Source: an optimization exercise on an open RTL-to-GDS flow (aim: small area, a short achievable clock period and few clock cycles). Production flows keep margins and buffers that such runs may drop.
Function not checked in this run: the RTL went through the layout flow alone.
Power is estimated from default activity; no workload was simulated.

$ cat flow/run.sh
#!/bin/bash
# synth_recipe.tcl (not shown) runs the flow's synth.tcl, then flattens the netlist and writes it again
# the make line also repeats each setting of config.mk as NAME=value (left out here)
make -C /OpenROAD-flow-scripts/flow DESIGN_CONFIG=/design/flow/config.mk WORK_HOME=/design/flow/orfs CLKGATE_MAP_FILE= SYNTH_SCRIPT=/design/flow/synth_recipe.tcl finish
$ cat flow/config.mk
export PLATFORM = sky130hd
export DESIGN_NAME = battery_undervoltage_monitor
export DESIGN_NICKNAME = battery_undervoltage_monitor
export VERILOG_FILES = /design/flow/design.v
export SDC_FILE = /design/flow/constraint.sdc
export NUM_CORES = 4
export LEC_CHECK = 0
export CAP_MARGIN = 20
export CORE_MARGIN = 2
export CORE_UTILIZATION = 40
export SLEW_MARGIN = 20
$ cat flow/constraint.sdc
create_clock -name core_clock -period 10.0 [get_ports {clk_i}]
set_input_delay 2.0000 -clock core_clock [delete_from_list [all_inputs] [get_ports {clk_i}]]
set_output_delay 2.0000 -clock core_clock [all_outputs]
set_load 0.01 [all_outputs]
$ cat flow/design.v
`timescale 1ns / 1ps
package bum_pkg;
  localparam int unsigned HistoryDepth = 64;
  localparam int unsigned MvW          = 16;
  localparam int unsigned TimeW        = 32;
  localparam int unsigned CfgAddrW     = 3;
  localparam int unsigned InDataW      = 48;
  localparam int unsigned OutDataW     = 24;
  localparam int unsigned Lanes        = 16;
  localparam int unsigned Blocks       = HistoryDepth / Lanes;
  localparam logic [MvW-1:0] CriticalReset = 16'd7000;
  localparam logic [MvW-1:0] WarningReset  = 16'd11500;
  localparam logic [MvW-1:0] DeadbandReset = 16'd50;
  localparam logic [MvW-1:0] WindowReset   = 16'd2000;
  localparam logic           AutoReset     = 1'b1;
  localparam logic FuncSample = 1'b0;
  localparam logic FuncCheck  = 1'b1;
  typedef enum logic [1:0] {
    LVL_UNKNOWN  = 2'd0,
    LVL_CRITICAL = 2'd1,
    LVL_WARNING  = 2'd2,
    LVL_NORMAL   = 2'd3
  } level_e;
  typedef enum logic [CfgAddrW-1:0] {
    CFG_CRITICAL     = 3'd0,
    CFG_WARNING      = 3'd1,
    CFG_DEADBAND     = 3'd2,
    CFG_WINDOW       = 3'd3,
    CFG_AUTO_DISABLE = 3'd4
  } cfg_addr_e;
endpackage
`timescale 1ns / 1ps
module bum_history #(
  localparam int unsigned Depth  = bum_pkg::HistoryDepth,
  localparam int unsigned Lanes  = bum_pkg::Lanes,
  localparam int unsigned Blocks = bum_pkg::Blocks,
  localparam int unsigned IdxW   = $clog2(Depth),
  localparam int unsigned LaneW  = $clog2(Lanes),
  localparam int unsigned BlkW   = $clog2(Blocks),
  localparam int unsigned MvW    = bum_pkg::MvW,
  localparam int unsigned TimeW  = bum_pkg::TimeW
) (
  input  logic                  clk_i,
  input  logic                  wr_en_i,
  input  logic [IdxW-1:0]       wr_slot_i,
  input  logic [TimeW-1:0]      wr_now_i,
  input  logic [MvW-1:0]        wr_mv_i,
  input  logic [BlkW-1:0]       cmp_blk_i,
  input  logic [IdxW-1:0]       cmp_wp_i,     
  input  logic                  cmp_full_i,   
  input  logic [TimeW-1:0]      cmp_now_i,    
  input  logic [15:0]           cmp_him1_i,   
  input  logic [15:0]           cmp_blo_i,    
  input  logic                  cmp_wrap_i,   
  output logic [Lanes-1:0]      cmp_mask_o,
  input  logic [BlkW-1:0]       sum_blk_i,
  input  logic [Lanes-1:0]      sum_mask_i,
  output logic [MvW+LaneW:0]    sum_o,
  output logic [LaneW:0]        cnt_o
);
  function automatic logic ge16(input logic [15:0] a, input logic [15:0] b);
    logic [15:0] g, e;
    logic [7:0]  g1, e1;
    logic [3:0]  g2, e2;
    logic [1:0]  g3, e3;
    g = a & ~b;
    e = ~(a ^ b);
    for (int k = 0; k < 8; k++) begin
      g1[k] = g[2*k+1] | (e[2*k+1] & g[2*k]);
      e1[k] = e[2*k+1] & e[2*k];
    end
    for (int k = 0; k < 4; k++) begin
      g2[k] = g1[2*k+1] | (e1[2*k+1] & g1[2*k]);
      e2[k] = e1[2*k+1] & e1[2*k];
    end
    for (int k = 0; k < 2; k++) begin
      g3[k] = g2[2*k+1] | (e2[2*k+1] & g2[2*k]);
      e3[k] = e2[2*k+1] & e2[2*k];
    end
    ge16 = g3[1] | (e3[1] & (g3[0] | e3[0]));
  endfunction
  logic [TimeW-1:0] ts [Depth];
  logic [MvW-1:0]   mv [Depth];
  for (genvar i = 0; i < Depth; i++) begin : g_ent
    logic [TimeW-1:0] ts_q;
    logic [MvW-1:0]   mv_q;
    always_ff @(posedge clk_i) begin
      if (wr_en_i && (wr_slot_i == IdxW'(i))) begin
        ts_q <= wr_now_i;
        mv_q <= wr_mv_i;
      end
    end
    assign ts[i] = ts_q;
    assign mv[i] = mv_q;
  end
  logic [MvW-1:0] lane_mv [Lanes];
  for (genvar l = 0; l < Lanes; l++) begin : g_lane
    logic [TimeW-1:0] st;
    logic [MvW-1:0]   sv;
    logic             le, ge, hit, vld;
    always_comb begin
      st = ts[l];
      for (int b = 1; b < Blocks; b++) begin
        if (cmp_blk_i == BlkW'(b)) st = ts[b*Lanes + l];
      end
      sv = mv[l];
      for (int b = 1; b < Blocks; b++) begin
        if (sum_blk_i == BlkW'(b)) sv = mv[b*Lanes + l];
      end
    end
    assign le  = ge16(cmp_now_i[15:0], st[15:0]);
    assign ge  = ge16(st[15:0], cmp_blo_i);
    assign hit = ((st[31:16] == cmp_now_i[31:16]) && le) || ((st[31:16] == cmp_him1_i) && !le);
    assign vld = cmp_full_i || (cmp_blk_i < cmp_wp_i[IdxW-1:LaneW]) ||
                 ((cmp_blk_i == cmp_wp_i[IdxW-1:LaneW]) && (LaneW'(l) < cmp_wp_i[LaneW-1:0]));
    assign lane_mv[l] = sv;
    assign cmp_mask_o[l] = vld && hit && (cmp_wrap_i ? (ge || le) : (ge && le));
  end
  always_comb begin
    sum_o = '0;
    cnt_o = '0;
    for (int l = 0; l < Lanes; l++) begin
      sum_o = sum_o + (sum_mask_i[l] ? (MvW+LaneW+1)'(lane_mv[l]) : '0);
      cnt_o = cnt_o + (LaneW+1)'(sum_mask_i[l]);
    end
  end
endmodule
`timescale 1ns / 1ps
module battery_undervoltage_monitor #(
  parameter int unsigned HistoryDepth = bum_pkg::HistoryDepth
) (
  input  logic                           clk_i,
  input  logic                           rst_ni,
  input  logic                           s_axis_tvalid_i,
  output logic                           s_axis_tready_o,
  input  logic [bum_pkg::InDataW-1:0]    s_axis_tdata_i,
  input  logic                           s_axis_tuser_i,
  output logic                           m_axis_tvalid_o,
  input  logic                           m_axis_tready_i,
  output logic [bum_pkg::OutDataW-1:0]   m_axis_tdata_o,
  input  logic                           cfg_valid_i,
  output logic                           cfg_ready_o,
  input  logic [bum_pkg::CfgAddrW-1:0]   cfg_addr_i,
  input  logic [bum_pkg::MvW-1:0]        cfg_data_i
);
  localparam int unsigned MvW    = bum_pkg::MvW;
  localparam int unsigned TimeW  = bum_pkg::TimeW;
  localparam int unsigned Lanes  = bum_pkg::Lanes;
  localparam int unsigned Blocks = bum_pkg::Blocks;
  localparam int unsigned IdxW   = $clog2(bum_pkg::HistoryDepth);
  localparam int unsigned LaneW  = $clog2(Lanes);
  localparam int unsigned BlkW   = $clog2(Blocks);
  localparam int unsigned AccW   = MvW + IdxW;
  localparam int unsigned ResW   = MvW + 5;
  localparam int unsigned NSlot  = 8;    
  localparam int unsigned SlotW  = $clog2(NSlot);
  localparam int unsigned CntW   = $clog2(NSlot + 1);
  logic [MvW-1:0] critical_q, warning_q, deadband_q, window_q;
  logic           auto_q;
  always_ff @(posedge clk_i or negedge rst_ni) begin
    if (!rst_ni) begin
      critical_q <= bum_pkg::CriticalReset;
      warning_q  <= bum_pkg::WarningReset;
      deadband_q <= bum_pkg::DeadbandReset;
      window_q   <= bum_pkg::WindowReset;
      auto_q     <= bum_pkg::AutoReset;
    end else if (cfg_valid_i) begin
      case (cfg_addr_i)
        bum_pkg::CFG_CRITICAL:     critical_q <= cfg_data_i;
        bum_pkg::CFG_WARNING:      warning_q  <= cfg_data_i;
        bum_pkg::CFG_DEADBAND:     deadband_q <= cfg_data_i;
        bum_pkg::CFG_WINDOW:       window_q   <= cfg_data_i;
        bum_pkg::CFG_AUTO_DISABLE: auto_q     <= cfg_data_i[0];
        default: ;
      endcase
    end
  end
  logic [MvW-1:0]   s_mv;
  logic [TimeW-1:0] s_now;
  logic             tready_q, accept;
  logic [MvW:0]     lo_full, hi_full;
  logic [MvW-1:0]   lo_bound, hi_bound;
  logic [1:0]       s_cls;
  assign s_mv   = s_axis_tdata_i[MvW-1:0];
  assign s_now  = s_axis_tdata_i[bum_pkg::InDataW-1:MvW];
  assign accept = s_axis_tvalid_i && tready_q;
  assign lo_full  = {1'b0, s_mv} - {1'b0, deadband_q};
  assign hi_full  = {1'b0, s_mv} + {1'b0, deadband_q};
  assign lo_bound = lo_full[MvW] ? '0 : lo_full[MvW-1:0];
  assign hi_bound = hi_full[MvW] ? '1 : hi_full[MvW-1:0];
  always_comb begin
    if (s_mv == '0) begin
      s_cls = bum_pkg::LVL_UNKNOWN;
    end else if (s_mv <= critical_q) begin
      s_cls = bum_pkg::LVL_CRITICAL;
    end else if (s_mv <= warning_q) begin
      s_cls = bum_pkg::LVL_WARNING;
    end else begin
      s_cls = bum_pkg::LVL_NORMAL;
    end
  end
  logic             iv_q, iu_q;
  logic [TimeW-1:0] inow_q;
  logic [MvW-1:0]   imv_q, ilo_q, ihi_q;
  logic [1:0]       icls_q;
  logic             hold, proc, is_samp, is_chk, nxt_chk;
  always_ff @(posedge clk_i or negedge rst_ni) begin
    if (!rst_ni) begin
      iv_q <= 1'b0;
    end else begin
      iv_q <= accept || (iv_q && hold);
    end
  end
  always_ff @(posedge clk_i) begin
    if (accept) begin
      iu_q   <= s_axis_tuser_i;
      inow_q <= s_now;
    end
  end
  always_ff @(posedge clk_i) begin
    imv_q  <= s_mv;
    ilo_q  <= lo_bound;
    ihi_q  <= hi_bound;
    icls_q <= s_cls;
  end
  logic [MvW-1:0]   held_q;
  logic [1:0]       lvl_q;
  logic             take, store, changed, alert, gate;
  logic [IdxW-1:0]  wp_q, wp_d;
  logic             full_q, full_d;
  logic             sw_act_q;
  assign hold    = iv_q && iu_q && sw_act_q;
  assign proc    = iv_q && !hold;
  assign is_samp = proc && !iu_q;
  assign is_chk  = proc && iu_q;
  assign take    = (held_q < ilo_q) || (held_q > ihi_q);
  assign store   = is_samp && take;
  assign changed = icls_q != lvl_q;
  assign alert   = changed && ((icls_q == bum_pkg::LVL_CRITICAL) ||
                               (icls_q == bum_pkg::LVL_WARNING));
  assign gate    = (lvl_q == bum_pkg::LVL_CRITICAL) && auto_q;
  assign wp_d    = wp_q + IdxW'(store);
  assign full_d  = full_q || (store && (wp_q == '1));
  always_ff @(posedge clk_i or negedge rst_ni) begin
    if (!rst_ni) begin
      held_q <= '0;
      lvl_q  <= bum_pkg::LVL_UNKNOWN;
      wp_q   <= '0;
      full_q <= 1'b0;
    end else begin
      if (store) begin
        held_q <= imv_q;
        lvl_q  <= icls_q;
      end
      wp_q   <= wp_d;
      full_q <= full_d;
    end
  end
  logic [1:0]       sw_g_q;
  logic [BlkW-1:0]  sw_blk_q;
  logic [IdxW-1:0]  sw_wp_q;
  logic             sw_full_q, sw_gate_q;
  logic [SlotW-1:0] sw_slot_q;
  logic [TimeW-1:0] ctx_now_q, src_now;
  logic [15:0]      ctx_him1_q, ctx_blo_q;
  logic             ctx_wrap_q;
  logic             cmp_active, sw_act_d, sw_load;
  logic [SlotW-1:0] wf_q;
  assign cmp_active = is_chk || sw_act_q;
  assign sw_act_d   = is_chk || (sw_act_q && (sw_g_q != 2'(Blocks - 1)));
  assign nxt_chk    = accept ? s_axis_tuser_i : hold;
  assign sw_load    = nxt_chk && !sw_act_d;
  assign src_now    = accept ? s_now : inow_q;
  always_ff @(posedge clk_i or negedge rst_ni) begin
    if (!rst_ni) begin
      sw_act_q <= 1'b0;
      sw_g_q   <= '0;
    end else begin
      sw_act_q <= sw_act_d;
      if (is_chk) begin
        sw_g_q <= 2'd1;
      end else if (sw_act_q) begin
        sw_g_q <= sw_g_q + 2'd1;
      end
    end
  end
  always_ff @(posedge clk_i) begin
    if (sw_load) begin
      sw_blk_q   <= wp_d[IdxW-1:LaneW];
      sw_wp_q    <= wp_d;
      sw_full_q  <= full_d;
      ctx_now_q  <= src_now;
      ctx_him1_q <= src_now[31:16] - 16'd1;
      ctx_blo_q  <= src_now[15:0] - window_q;
      ctx_wrap_q <= src_now[15:0] < window_q;
    end else if (cmp_active) begin
      sw_blk_q   <= sw_blk_q + BlkW'(1);
    end
    if (is_chk) begin
      sw_gate_q <= gate;
      sw_slot_q <= wf_q;
    end
  end
  logic [Lanes-1:0]    cmp_mask;
  logic [MvW+LaneW:0]  blk_sum;
  logic [LaneW:0]      blk_cnt;
  logic                m_v_q, m_first_q, m_last_q, m_gate_q;
  logic [BlkW-1:0]     m_blk_q;
  logic [Lanes-1:0]    m_mask_q;
  logic [SlotW-1:0]    m_slot_q;
  logic                s_v_q, s_first_q, s_last_q, s_gate_q;
  logic [SlotW-1:0]    s_slot_q;
  logic [MvW+LaneW:0]  s_sum_q;
  logic [LaneW:0]      s_cnt_q;
  logic                a_v_q;
  logic [SlotW-1:0]    a_slot_q;
  logic [AccW-1:0]     acc_sum_q, acc_cap_q;
  logic                dis;
  bum_history u_history (
    .clk_i      (clk_i),
    .wr_en_i    (store),
    .wr_slot_i  (wp_q),
    .wr_now_i   (inow_q),
    .wr_mv_i    (imv_q),
    .cmp_blk_i  (sw_blk_q),
    .cmp_wp_i   (sw_wp_q),
    .cmp_full_i (sw_full_q),
    .cmp_now_i  (ctx_now_q),
    .cmp_him1_i (ctx_him1_q),
    .cmp_blo_i  (ctx_blo_q),
    .cmp_wrap_i (ctx_wrap_q),
    .cmp_mask_o (cmp_mask),
    .sum_blk_i  (m_blk_q),
    .sum_mask_i (m_mask_q),
    .sum_o      (blk_sum),
    .cnt_o      (blk_cnt)
  );
  always_ff @(posedge clk_i or negedge rst_ni) begin
    if (!rst_ni) begin
      m_v_q <= 1'b0;
      s_v_q <= 1'b0;
      a_v_q <= 1'b0;
    end else begin
      m_v_q <= cmp_active;
      s_v_q <= m_v_q;
      a_v_q <= s_v_q && s_last_q && s_gate_q;
    end
  end
  always_ff @(posedge clk_i) begin
    m_first_q <= is_chk;
    m_last_q  <= sw_act_q && (sw_g_q == 2'(Blocks - 1));
    m_gate_q  <= sw_gate_q;
    m_slot_q  <= sw_slot_q;
    m_blk_q   <= sw_blk_q;
    m_mask_q  <= cmp_mask;
    s_first_q <= m_first_q;
    s_last_q  <= m_last_q;
    s_gate_q  <= m_gate_q;
    s_slot_q  <= m_slot_q;
    s_sum_q   <= blk_sum;
    s_cnt_q   <= blk_cnt;
    a_slot_q  <= s_slot_q;
    if (s_v_q) begin
      acc_sum_q <= (s_first_q ? '0 : acc_sum_q) + AccW'(s_sum_q);
      acc_cap_q <= (s_first_q ? '0 : acc_cap_q) + AccW'(critical_q) * AccW'(s_cnt_q);
    end
  end
  assign dis = (acc_sum_q != '0) && (acc_sum_q <= acc_cap_q);
  logic [ResW-1:0]  slot_q [NSlot];
  logic [NSlot-1:0] slot_rdy_q;
  logic [SlotW-1:0] rf_q;
  logic [CntW-1:0]  cnt_q, cnt_d;
  logic [ResW-1:0]  res, head;
  logic             head_rdy, head_fin, move, ov_q;
  logic [ResW-1:0]  o_q;
  assign res = iu_q ? {held_q, 3'b000, lvl_q} :
                      {store ? imv_q : held_q, 1'b0, store && alert, store && changed,
                       store ? icls_q : lvl_q};
  assign head_fin = a_v_q && (a_slot_q == rf_q);
  assign head_rdy = slot_rdy_q[rf_q] || head_fin;
  assign move     = head_rdy && (!ov_q || m_axis_tready_i);
  always_comb begin
    head    = slot_q[rf_q];
    head[4] = head_fin ? dis : head[4];
  end
  for (genvar k = 0; k < NSlot; k++) begin : g_slot
    always_ff @(posedge clk_i) begin
      if (proc && (wf_q == SlotW'(k))) begin
        slot_q[k] <= res;
      end else if (a_v_q && (a_slot_q == SlotW'(k))) begin
        slot_q[k][4] <= dis;
      end
    end
    always_ff @(posedge clk_i or negedge rst_ni) begin
      if (!rst_ni) begin
        slot_rdy_q[k] <= 1'b0;
      end else if (move && (rf_q == SlotW'(k))) begin
        slot_rdy_q[k] <= 1'b0;
      end else if (proc && (wf_q == SlotW'(k))) begin
        slot_rdy_q[k] <= !iu_q || !gate;
      end else if (a_v_q && (a_slot_q == SlotW'(k))) begin
        slot_rdy_q[k] <= 1'b1;
      end
    end
  end
  assign cnt_d = cnt_q + CntW'(accept) - CntW'(move);
  always_ff @(posedge clk_i or negedge rst_ni) begin
    if (!rst_ni) begin
      wf_q     <= '0;
      rf_q     <= '0;
      cnt_q    <= '0;
      ov_q     <= 1'b0;
      tready_q <= 1'b1;
    end else begin
      if (proc) wf_q <= wf_q + SlotW'(1);
      if (move) rf_q <= rf_q + SlotW'(1);
      cnt_q    <= cnt_d;
      ov_q     <= move || (ov_q && !m_axis_tready_i);
      tready_q <= (cnt_d < CntW'(NSlot)) && !(nxt_chk && sw_act_d);
    end
  end
  always_ff @(posedge clk_i) begin
    if (move) o_q <= head;
  end
  assign s_axis_tready_o = tready_q;
  assign cfg_ready_o     = 1'b1;
  assign m_axis_tvalid_o = ov_q;
  assign m_axis_tdata_o  = {3'b000, o_q};
endmodule
==> results.txt <==
[per-stage QoR]
step | power, uW | hold WS (ps) | area (um2) | setup slack, ps
2_1_floorplan | 34200 | 310 | 171000 | 2820
3_3_place_gp | 40900 | 310 | 180000 | 2130
3_5_place_dp | 41100 | 312 | 180000 | 2110
4_1_cts | 55300 | 332 | 192000 | 2070
5_1_grt | 58200 | 337 | 192000 | 1700
6_report | 55200 | 332 | 192000 | 2210
[synth_stat cells (21+ instances only)]
library cell	n	share of area [%]
o21a_1	62	0.27
a211oi_1	290	1.3
a21oi_1	323	0.94
nand4_1	169	0.62
nor4_1	93	0.34
edfxtp_1	3384	59
buf_2	108	0.32
nor3_1	89	0.26
clkbuf_1	314	0.69
nand2_1	984	2.2
xor2_1	366	1.9
mux4_2	258	3.4
nor2b_1	585	2.1
nand3_1	84	0.25
o31a_1	164	0.84
a2111oi_0	23	0.12
o21ai_0	395	1.2
dfxtp_1	141	1.6
fa_1	296	3.5
inv_1	776	1.7
nor2_1	362	0.79
o31ai_1	111	0.49
o211ai_1	30	0.13
mux2i_1	385	2.3
nand2b_1	61	0.22
buf_1	84	0.18
a222oi_1	21	0.12
xnor2_1	524	2.7
dfrtp_1	91	1.3
and2_1	102	0.37
ha_1	755	5.5
buf_4	23	0.10
a31oi_1	36	0.13
a21o_1	115	0.50
dfstp_2	26	0.40
mux2_2	98	0.64
[cell usage in the layout (no fill, tap or decap), types with 296 or more instances in the layout]
cell | synthesis | final
xnor2_1 | 524 | 524
ha_1 | 755 | 750
o21ai_0 | 395 | 393
nand2_1 | 984 | 983
xor2_1 | 366 | 366
inv_1 | 776 | 769
edfxtp_1 | 3384 | 3384
nor2_1 | 362 | 298
mux2i_1 | 385 | 385
nor2b_1 | 585 | 585
fa_1 | 296 | 296
clkbuf_16 | 0 | 389
a21oi_1 | 323 | 322
[area by class of cell]
cell class	instances	area [um2]
Sequential cell	3642	108000
Fill cell	37654	234000
Clock buffer	500	10300
Clock inverter	204	2040
Inverter	778	2930
Multi-Input combinational cell	7039	59100
Tap cell	5687	7120
Timing Repair Buffer	380	3390
Antenna cell	13	32.5
[layer usage]
metal  share of wire, %  GRT usage (%)  up-vias
met5             0.0081              0        -
met1                 42           31.7    52195
met2                 47           37.6     3964
met3                7.6           3.39      781
met4                3.6           7.51        6
li1                   -              -    44694
[worst paths after layout]
check,start,to,slack [ps],cells past startpoint
setup / recovery,m_blk_q[0]$_DFF_P_,s_sum_q[19]$_DFF_P_,2210,22
hold / removal,m_first_q$_DFF_P_,s_first_q$_DFF_P_,330,0
setup reg to reg,m_blk_q[0]$_DFF_P_,s_sum_q[19]$_DFF_P_,2210,22
hold reg to reg,m_first_q$_DFF_P_,s_first_q$_DFF_P_,330,0
max in group asynchronous,rst_ni,s_v_q$_DFF_PN0_,7620,2
min in group asynchronous,rst_ni,window_q[1]$_DFFE_PN0P_,1000,1
[power by group]
| part | internal (uW) | switching (uW) | total (uW) |
|---|---|---|---|
| registers | 19000 | 1310 | 20400 |
| logic | 7810 | 12800 | 20700 |
| clock network | 8090 | 6080 | 14200 |
| total | 34900 | 20200 | 55200 |
[flip-flops by register name, summed over array words and instances (netlist names), 22 cells and up]
register	cells
acc_cap_q	22
u_history.g_ent.ts_q	2048
acc_sum_q	22
inow_q	32
ctx_now_q	32
u_history.g_ent.mv_q	1024
slot_q	168
[critical path, delay by kind of cell (launching register included)]
| kind | cells | cell delay (ps) |
|---|---|---|
| compound gates | 4 | 510 |
| flops | 1 | 960 |
| buf+inv | 6 | 1220 |
| simple gates | 3 | 870 |
| xor+xnor | 1 | 150 |
| fa+ha+maj | 7 | 3340 |
| mux | 1 | 580 |
[kinds of logic after synthesis]
logic type	after synthesis
adders and majority gates	1051
xor gates and xnor gates	890
other	2
DFF	3642
and+or+nand+nor	2616
AOI/OAI and AO/OA	1735
muxes	743
buffers and inverters	1327
==> impl_metrics.csv <==
group,metric,value,unit
final_layout,syn_to_final_growth,12.4,%
yosys,synthCells,12006,
yosys,synth_edf_count,3384,
yosys,async_reset_ff_share,3.21,%
clock_network,clock_latency,990,ps
yosys,synth_compound_area_share,6.78,%
yosys,synth-xor-area-share,4.55,%
clock_network,ctsHoldBuffers,0,
clock_network,cts_made_buffers,381,
place,post-place-cells,17526,
yosys,synth_top_family_by_area,"adder cells",
worst_hold_path,hold_path_class,"reg -> reg",
place,gp_congestion,0.860,
critical_path,critPathMaxFanout,43,
routing,drtIter0Drc,11018,
global_routing,grt_pass1_wl,724000,um
critical_path,slowest_delay,960,ps
place,portBuffers,95,
timing,hold_viol,0,
yosys,yosysWarningCount,6,
yosys,syn-cell-area,0.171,mm2
global_routing,antenna_found_initial,35,
die,fp.dieW,658,um
yosys,synth_fa_ha_area_share,8.98,%
die,start_util,40.1,%
critical_path,path_cells,"buf_12 -> buf_4 -> mux4_2 -> and2_1 -> fa_1 -> inv_1 -> fa_1 -> inv_1 -> fa_1 -> fa_1 -> fa_1 -> inv_1 -> fa_1 -> inv_1 -> ha_1 -> and4_1 -> o21ai_0 -> o21ai_0 -> or4_1 -> a31oi_1 -> o21bai_1 -> xor2_1",
die,core_area,0.427,mm2
run,drv_cap,0,
clock_network,cts.clk_slew.worst_paths,60,ps
global_routing,grt_max_degree,152,
timing,setup_tns,0,ps
clock_network,ctsResizeCount,0,
yosys,avgSynthCellArea,14.3,um2
die,dieArea,0.433,mm2
clock_network,root_buffer,"clkbuf_16",
power,leakage,0.0678,uW
critical_path,critPathLaunchType,"flop",
timing,slew_headroom,15.4,%
run_status,run_status,"no timing/DRC/antenna violations",
clock_network,cts_setup_buffers,0,
yosys,synth-seq-area-share,62.7,%
routing,wire_per_inst,27.9,um
critical_path,cp_common_cell,"fa_1",
yosys,synth-main-ff-cell,"edfxtp_1",
clock_network,cts_tree,"done",
critical_path,slowest_stage,"dfxtp_4",
die,die_h,658,um
yosys,synthMuxAreaShare,6.31,%
timing,fin_worst_skew,53.3,ps
die,io_pins,100,
global_routing,track_usage,23.0,%
clock_network,htreeDepth,5,
clock_network,clk_path_buf_depth,4,
final_layout,instances_no_fill,18243,
die,rows,240,
final_layout,utilization,45.1,%
timing,timing.final.crit_share,77.9,%
timing,fin_crit,7790,ps
yosys,ys_types,86,
routing,drt_wl_total,508000,um
routing,vias,101640,
timing,tightest_slew,1230,ps
routing,ant_nets,0,
timing,drv_slew,0,
place,dp_hpwl,297000,um
timing,fmax,0.128,GHz
critical_path,required,10820,ps
timing,rsz0062_at_grt,"false",
power,peakVddDrop,0.000226,V
final_layout,drive_gt1_share,11.1,%
yosys,synth-seq-cells,3642,
power,p_per_area,287,mW/mm2
yosys,yosys.area_share.simple,7.51,%
global_routing,grt-ovfl-total,0,
critical_path,crit_arrival,8610,ps
clock_network,cts.sinks,3642,
routing,vias_per_cell,5.57,
global_routing,grt_pass1_vias,99345,
routing,first_pass_iters,8,
critical_path,crit_type,"reg -> reg",
critical_path,crit_path_end_kind,"flop",
final_layout,layout.nets,13346,
timing,setup_violations,0,
routing,drc,0,

==> separate check: timing with driven ports <==
In the flow no input, the clock included, has a driving cell. The finished layout below was timed again as built, in two steps. Step 1, drivers: a clkbuf_16 drives clk_i and a buf_2 each remaining input, both assumed. Step 2 adds t to the input delays and takes it off the output delays; t is the mean of the earliest and latest rising clock arrival at the registers after step 1. Input paths then give back, and output paths get back, about the clock's delay inside the block. Slacks: ideal / step 1 / step 2; pairs: ideal / step 1.
shift t [ns]: 1.067
slack for setup (ns): 2.208 / 2.208 / 2.208
worst hold slack (ns): 0.332 / 0.332 / 0.332
cell pins on the clock port's net: 1
After both steps this run still meets setup and hold. The setup slack of this run moves by 0.000 ns with the drivers and by 0.000 ns with both steps.
